This design comes from an exercise in tuning for small area on the open sky130 flow, not from production work.
RTL that was checked went through simulation tests only; none was proved equivalent to the original.
The clock port is modelled as an ideal driver; clocking choices that lean on that would not hold on a real chip.
No activity file was given, so power comes from the tool's default toggle rates.

==> flow/design.v (excerpt) <==
module grid_line_path_walker #(
   parameter int COORD_BITS = 8
) (
   input  logic                  clock,
   input  logic                  reset,
   input  logic                  req_valid,
   output logic                  req_stall,
   input  logic                  req_command,
   input  logic [COORD_BITS-1:0] req_start_y,
   input  logic [COORD_BITS-1:0] req_start_x,
   input  logic [COORD_BITS-1:0] req_end_y,
   input  logic [COORD_BITS-1:0] req_end_x,
   input  logic                  req_pass_through,
   input  logic                  req_info_mode,
   input  logic                  req_stop_at_occupant,
   input  logic                  req_cell_projectable,
   input  logic                  req_cell_believed_wall,
   input  logic                  req_cell_occupied,
   output logic                  rsp_valid,
   input  logic                  rsp_stall,
   output logic [COORD_BITS-1:0] rsp_grid_y,
   output logic [COORD_BITS-1:0] rsp_grid_x,
   output logic                  rsp_grid_valid,
   output logic                  rsp_path_done,
   output logic [glpw_pkg::LEN_W-1:0] rsp_path_length,
   input  logic                  csr_psel,
   input  logic                  csr_penable,
   input  logic                  csr_pwrite,
   input  logic [glpw_pkg::CSR_ADDR_W-1:0] csr_paddr,
   input  logic [glpw_pkg::CSR_DATA_W-1:0] csr_pwdata,
   output logic [glpw_pkg::CSR_DATA_W-1:0] csr_prdata,
   output logic                  csr_pready
);
   localparam int CB = COORD_BITS;
   localparam int LW = glpw_pkg::LEN_W;
   localparam logic [2:0] ST_IDLE = 3'd0;
   localparam logic [2:0] ST_CLR  = 3'd1;
   localparam logic [2:0] ST_S1   = 3'd2;
   localparam logic [2:0] ST_S2   = 3'd3;
   localparam logic [2:0] ST_S3   = 3'd4;
   localparam logic [2:0] ST_C1   = 3'd5;
   localparam logic [2:0] ST_C2   = 3'd6;
   localparam logic [2:0] ST_Z    = 3'd7;
   logic [LW-1:0] rl_ff, rln_ff;
   logic [CB-1:0] y_ff, x_ff;
   logic [LW-1:0] cl_ff;
  ...
For scale: roughly 410 cells after synthesis, ~87 flip-flops, ~140 I/O pins, ~3800 sq um of cells after synthesis.
clock: 10.5 ns
lec_check: 0
abc_area: 1
cap_margin: 20
core_margin: 2
core_utilization: 55
slew_margin: 20
standard.sh (not shown) runs the stock make flow with config.mk's settings and CLKGATE_MAP_FILE= SYNTH_SCRIPT=/design/flow/synth_recipe.tcl, a recipe that flattens the netlist after the stock synthesis.
==> flow/flow/run.sh <==
#!/bin/bash
# Standard layout (the standard.sh; standard synthesis unchanged) with
# these changes: each port gets the smallest buffer (buf_1) instead of the
# default port buffer cell; clock tree synthesis adds no dummy loads and its
# buffers are then sized down while every flip-flop clock pin keeps its slew
# under 115 ps (flow/clk_resize.tcl, run as ORFS's POST_CTS_TCL hook); and
# the constant outputs share one tie cell each for 0 and 1 (tie fanout repair
# skipped). make's full output goes to flow_make.log here; ORFS keeps
# per-step logs in orfs/logs.
set -euo pipefail
bash standard.sh \
  "BUFFER_PORTS_ARGS=-buffer_cell sky130_fd_sc_hd__buf_1" \
  "CTS_ARGS=-sink_clustering_enable -repair_clock_nets -dont_use_dummy_load" \
  SKIP_REPAIR_TIE_FANOUT=1 \
  "POST_CTS_TCL=$(pwd)/flow/clk_resize.tcl" \
  finish > flow_make.log 2>&1
==> flow/flow/clk_resize.tcl <==
proc clk_worst_slew {} {
  estimate_parasitics -placement
  set worst 0
  foreach p [get_pins -hierarchical */CLK] {
    set s [get_property $p slew_max]
    if {$s > $worst} { set worst $s }
  }
  return $worst
}
set limit 0.115
set cands {}
foreach inst [get_cells *] {
  if {[get_property $inst ref_name] eq "sky130_fd_sc_hd__clkbuf_8"} {
    lappend cands $inst
  }
}
set n 0
puts "clk_resize: start worst [clk_worst_slew]"
foreach inst $cands {
  foreach {smaller larger} {sky130_fd_sc_hd__clkbuf_4 sky130_fd_sc_hd__clkbuf_8
                            sky130_fd_sc_hd__clkbuf_2 sky130_fd_sc_hd__clkbuf_4} {
    replace_cell $inst $smaller
    if {[clk_worst_slew] > $limit} {
      replace_cell $inst $larger
      break
    }
    incr n
  }
}
puts "clk_resize: [llength $cands] clkbuf_8, downsized $n, worst [clk_worst_slew]"
==> next run, changes <==
--- a/flow/design.v
+++ b/flow/design.v
@@ -171,38 +171,38 @@
          rx2 = S1;
          rc0 = R && S;
       end else if (s_c1) begin
          rx2 = M;
       end else if (s_c2) begin
          rx2 = mn_ff && !A;
          rc0 = mn_ff;
       end
       rin   = first ? rc0 : rc_ff;
       ser_r = rx1 ^ rx2 ^ rin;
       n_rc  = (rx1 && rx2) || (rin && (rx1 ^ rx2));
-      I   = first ? !(mn_ff && pk_ff) : ((ph_ff == 3'd1) && mn_ff && pk_ff);
       sx1 = S;
       sx2 = 1'b0;
       sc0 = 1'b0;
       if (s_s1) begin
          sx1 = M;
          sx2 = !S;
          sc0 = 1'b1;
       end else if (s_s2) begin
          sx1 = 1'b0;
          sx2 = S ^ xd_ff;
          sc0 = xd_ff;
       end else if (s_s3) begin
          sx1 = 1'b0;
       end else if (s_c2) begin
-         sx2 = I;
+         sx2 = first && mn_ff && pk_ff;
+         sc0 = 1'b1;
       end
       sin   = first ? sc0 : cs_ff;
       SN    = sx1 ^ sx2 ^ sin;
       n_sc  = (sx1 && sx2) || (sin && (sx1 ^ sx2));
       ser_s = SN;
       ystep0 = ((s_s3 || s_c1) && !hm_ff) || (s_c2 && hm_ff && mn_ff);
       xstep0 = (s_s3 && (hm_ff || diag)) || (s_c1 && hm_ff) || (s_c2 && !hm_ff && mn_ff);
       yin    = first ? ystep0 : yc_ff;
       xin    = first ? xstep0 : xc_ff;
       ser_y  = !s_z && (s_s1 ? R : (Y ^ yin));
       ser_x  = !s_z && (s_s1 ? S : (X ^ xin));
=>
- worst setup slack gets better by 20 ps
- combinational power came out higher by about 8%
- design area rises by 1.2%
- flip-flop and latch count stays the same
- routed wire length stays flat
- count of clock-buffer cells in the layout does not change
- sequential share of layout area fell by 0.58 points
- clock skew went up by 12 ps
- final cell count goes up by 1.8%
- hold slack is about the same
- global-route usage is about the same
Only the layout flow was run in the second run of this note; the RTL was not checked for function there.

Setup of rev 12:
grid_line_path_walker, a different RTL version from the one above (not shown whole).
Size in the first run: roughly 420 cells after synthesis, about 86 flip-flops, roughly 140 I/O pins.
## grid_line_path_walker
module grid_line_path_walker #(
   parameter int COORD_BITS = 8
) (
   input  logic                  clock,
   input  logic                  reset,
   input  logic                  req_valid,
   output logic                  req_stall,
   input  logic                  req_command,
   input  logic [COORD_BITS-1:0] req_start_y,
   input  logic [COORD_BITS-1:0] req_start_x,
   input  logic [COORD_BITS-1:0] req_end_y,
   input  logic [COORD_BITS-1:0] req_end_x,
   input  logic                  req_pass_through,
   input  logic                  req_info_mode,
   input  logic                  req_stop_at_occupant,
   input  logic                  req_cell_projectable,
   input  logic                  req_cell_believed_wall,
   input  logic                  req_cell_occupied,
   output logic                  rsp_valid,
   input  logic                  rsp_stall,
   output logic [COORD_BITS-1:0] rsp_grid_y,
   output logic [COORD_BITS-1:0] rsp_grid_x,
   output logic                  rsp_grid_valid,
   output logic                  rsp_path_done,
   output logic [glpw_pkg::LEN_W-1:0] rsp_path_length,
   input  logic                  csr_psel,
   input  logic                  csr_penable,
   input  logic                  csr_pwrite,
   input  logic [glpw_pkg::CSR_ADDR_W-1:0] csr_paddr,
   input  logic [glpw_pkg::CSR_DATA_W-1:0] csr_pwdata,
   output logic [glpw_pkg::CSR_DATA_W-1:0] csr_prdata,
   output logic                  csr_pready
);
   localparam int CB = COORD_BITS;
   localparam int LW = glpw_pkg::LEN_W;
   localparam logic [2:0] ST_IDLE = 3'd0;
   localparam logic [2:0] ST_CLR  = 3'd1;
   localparam logic [2:0] ST_S1   = 3'd2;
   localparam logic [2:0] ST_S2   = 3'd3;
   localparam logic [2:0] ST_S3   = 3'd4;
   localparam logic [2:0] ST_C1   = 3'd5;
   localparam logic [2:0] ST_C2   = 3'd6;
   localparam logic [2:0] ST_Z    = 3'd7;
   logic [LW-1:0] rl_ff, rln_ff;
   logic [CB-1:0] y_ff, x_ff;
   logic [LW-1:0] cl_ff;
  ...
export LEC_CHECK = 0
export ABC_AREA = 1
export CAP_MARGIN = 20
export CORE_MARGIN = 2
export CORE_UTILIZATION = 40
export SLEW_MARGIN = 20
create_clock -name core_clock -period 10.5 [get_ports {clock}]
==> flow/flow/run.sh <==
#!/bin/bash
# Standard layout (the standard.sh; standard synthesis unchanged) with
# three changes: each port gets the smallest buffer (buf_1) instead of the
# default port buffer cell, clock tree synthesis adds no dummy loads, and the
# constant outputs share one tie cell each for 0 and 1 (tie fanout repair
# skipped). make's full output goes to flow_make.log here; ORFS keeps per-step
# logs in orfs/logs.
set -euo pipefail
bash standard.sh \
  "BUFFER_PORTS_ARGS=-buffer_cell sky130_fd_sc_hd__buf_1" \
  "CTS_ARGS=-sink_clustering_enable -repair_clock_nets -dont_use_dummy_load" \
  SKIP_REPAIR_TIE_FANOUT=1 \
  finish > flow_make.log 2>&1
Input-level comparison between rev 13 and rev 12:
--- a/flow/design.v
+++ b/flow/design.v
@@ -77,23 +77,23 @@
    logic [LW-1:0] cl_ff;
    logic          vld_ff, gv_ff, dn_ff;
    localparam logic [7:0] POL = 8'b1010_1010;
    logic [CB-1:0] ap_ff, mp_ff, rp_ff, a_ff, m_ff, r_ff;
    logic [LW-1:0] sp_ff, s_ff;
    assign a_ff = ap_ff ^ POL;
    assign m_ff = mp_ff ^ POL;
    assign r_ff = rp_ff ^ POL;
    assign s_ff = sp_ff ^ POL;
    logic [2:0]    ph_ff, st_ff;
    logic          hm_ff, yd_ff, xd_ff, pt_ff, im_ff, so_ff, pk_ff;
-   logic          mn_ff, rc_ff, yc_ff, xc_ff, cs_ff, cb_ff;
+   logic          mn_ff, rc_ff, yc_ff, xc_ff, cs_ff;
    assign csr_pready = 1'b1;
    assign csr_prdata = {{(32-LW){1'b0}}, ~(rln_ff | {LW{csr_paddr[2]}})};
    assign rl_ff      = ~rln_ff;
    always_ff @(posedge clock) begin
       if (reset) begin
          rln_ff <= ~glpw_pkg::RANGE_LIMIT_RESET;
       end else if (csr_psel && csr_penable && csr_pwrite && !csr_paddr[2]) begin
          rln_ff <= ~csr_pwdata[LW-1:0];
       end
    end
    logic first, last, idle, walking, stop, open_slot, accept;
@@ -116,23 +116,23 @@
    assign A  = a_ff[0];
    assign M  = m_ff[0];
    assign R  = r_ff[0];
    assign S  = s_ff[0];
    assign Y  = y_ff[0];
    assign X  = x_ff[0];
    assign C  = cl_ff[0];
    assign L  = rl_ff[ph_ff];
    assign A1 = !last && a_ff[1];
    assign M1 = !last && m_ff[1];
    logic ser_a, ser_m, ser_r, ser_s, ser_y, ser_x, ser_c;
-   logic n_cb, n_mn, n_rc, n_yc, n_xc, n_cs;
+   logic n_mn, n_rc, n_yc, n_xc, n_cs;
    logic n_hm, n_yd, n_xd, n_pk, n_gv, n_dn, n_vld;
    logic [2:0] n_st;
    logic s_clr, s_s1, s_s2, s_s3, s_c1, s_c2, s_z;
    logic same, diag;
    logic rx1, rx2, rc0, rin;
    logic ystep0, xstep0, yin, xin, yzero;
    logic da, dm, bin_y, bin_x, na, nm;
    logic cin, I, sin, SN, cx, cz, bin, n_b;
    assign s_clr = (st_ff == ST_CLR);
    assign s_s1  = (st_ff == ST_S1);
    assign s_s2  = (st_ff == ST_S2);
@@ -203,25 +203,25 @@
       end
       cin   = s_c1 && (first || cs_ff);
       ser_c = s_clr ? 1'b0 : s_s3 ? (first && !same) : (C ^ cin);
       I     = first ? !(mn_ff && pk_ff) : ((ph_ff == 3'd1) && mn_ff && pk_ff);
       sin   = !first && cs_ff;
       SN    = S ^ I ^ sin;
       ser_s = s_s3 ? 1'b0 : s_c2 ? SN : S;
       if (s_c1) n_cs = cin && C;
       if (s_c2) n_cs = (S && I) || (sin && (S ^ I));
       cx  = s_c1 ? ser_r : SN;
       cz  = s_c1 ? A : L;
-      bin = !first && cb_ff;
+      bin = !first && dn_ff;
       n_b = (!cx && cz) || (!(cx ^ cz) && bin);
-      n_cb = n_b;
+      if (s_c1 || s_c2) n_dn = n_b;
       if (s_c2) n_gv = (first || gv_ff) && !(C ^ A);
       case (st_ff)
          ST_IDLE: begin
             if (accept) begin
                if (req_command == glpw_pkg::CMD_START) begin
                   n_st = ST_S1;
                end else if (walking && !stop) begin
                   n_st = ST_C1;
                end else begin
                   n_st = ST_Z;
                end
@@ -274,23 +274,22 @@
          vld_ff <= n_vld;
          gv_ff  <= n_gv;
       end
    end
    always_ff @(posedge clock) begin
       dn_ff  <= n_dn;
       hm_ff  <= n_hm;
       yd_ff  <= n_yd;
       xd_ff  <= n_xd;
       pk_ff  <= n_pk;
       mn_ff  <= n_mn;
-      cb_ff  <= n_cb;
       rc_ff  <= n_rc;
       yc_ff  <= n_yc;
       xc_ff  <= n_xc;
       cs_ff  <= n_cs;
       if (accept && req_command == glpw_pkg::CMD_START) begin
          pt_ff <= req_pass_through;
          im_ff <= req_info_mode;
          so_ff <= req_stop_at_occupant;
          ap_ff <= req_end_y ^ POL;
          mp_ff <= req_end_x ^ POL;
          rp_ff <= req_start_y ^ POL;
[summary]
Looking at rev 13 and rev 12, the final critical-path share of the clock period is a wash. Count of clock-buffer cells in the layout came out exactly the same in rev 13 and rev 12. Combinational power: rev 13 vs rev 12, no meaningful difference. Multi-input combinational cell area of rev 13 exceeds that of rev 12 by a few percent. Comparing rev 13 against rev 12, there is no change at all in logic depth of the worst path, buffers included. Rev 13 vs rev 12: post-synthesis sequential element count down slightly. Count of flip-flops with a built-in enable after synthesis of rev 13 falls short of that of rev 12 by a few percent. Per the comparison of rev 13 with rev 12, number of vias per cell after detailed routing has decreased; relative contribution of combinational cells to total power has increased; sequential share of cell area has decreased; power has remained practically unchanged. Rev 12 -> rev 13: worst setup margin flat.

[static timing again, ports no longer ideal]
No port has a modelled driver above. Below, the same layouts with a new extraction and two added sets of constraints. Step 1: set_driving_cell puts a clkbuf_16 on clock and a buf_2 on each other input, an assumption about the parent block. Step 2, shift: input delay + t, output delay - t, t = (earliest + latest rising clock arrival at the registers) / 2. This alone moves slack from input paths to output paths. a / b / c = ideal ports / drivers / drivers and shift; a / b = the first two.
run	t, ns	setup slack, ns	worst data-port slew with drivers (ns)
the first run of note 1	0.514	5.789 / 5.768 / 5.768	0.04
the second run of note 1	0.545	5.809 / 5.780 / 5.780	0.04
rev 12	0.367	5.786 / 5.762 / 5.762	0.04
rev 13	0.368	5.787 / 5.761 / 5.761	0.04
After both steps setup and hold are still met in every run listed. For the second run of note 1, which loses most, drivers alone change the setup slack by -0.029 ns; drivers and shift together by -0.029 ns.
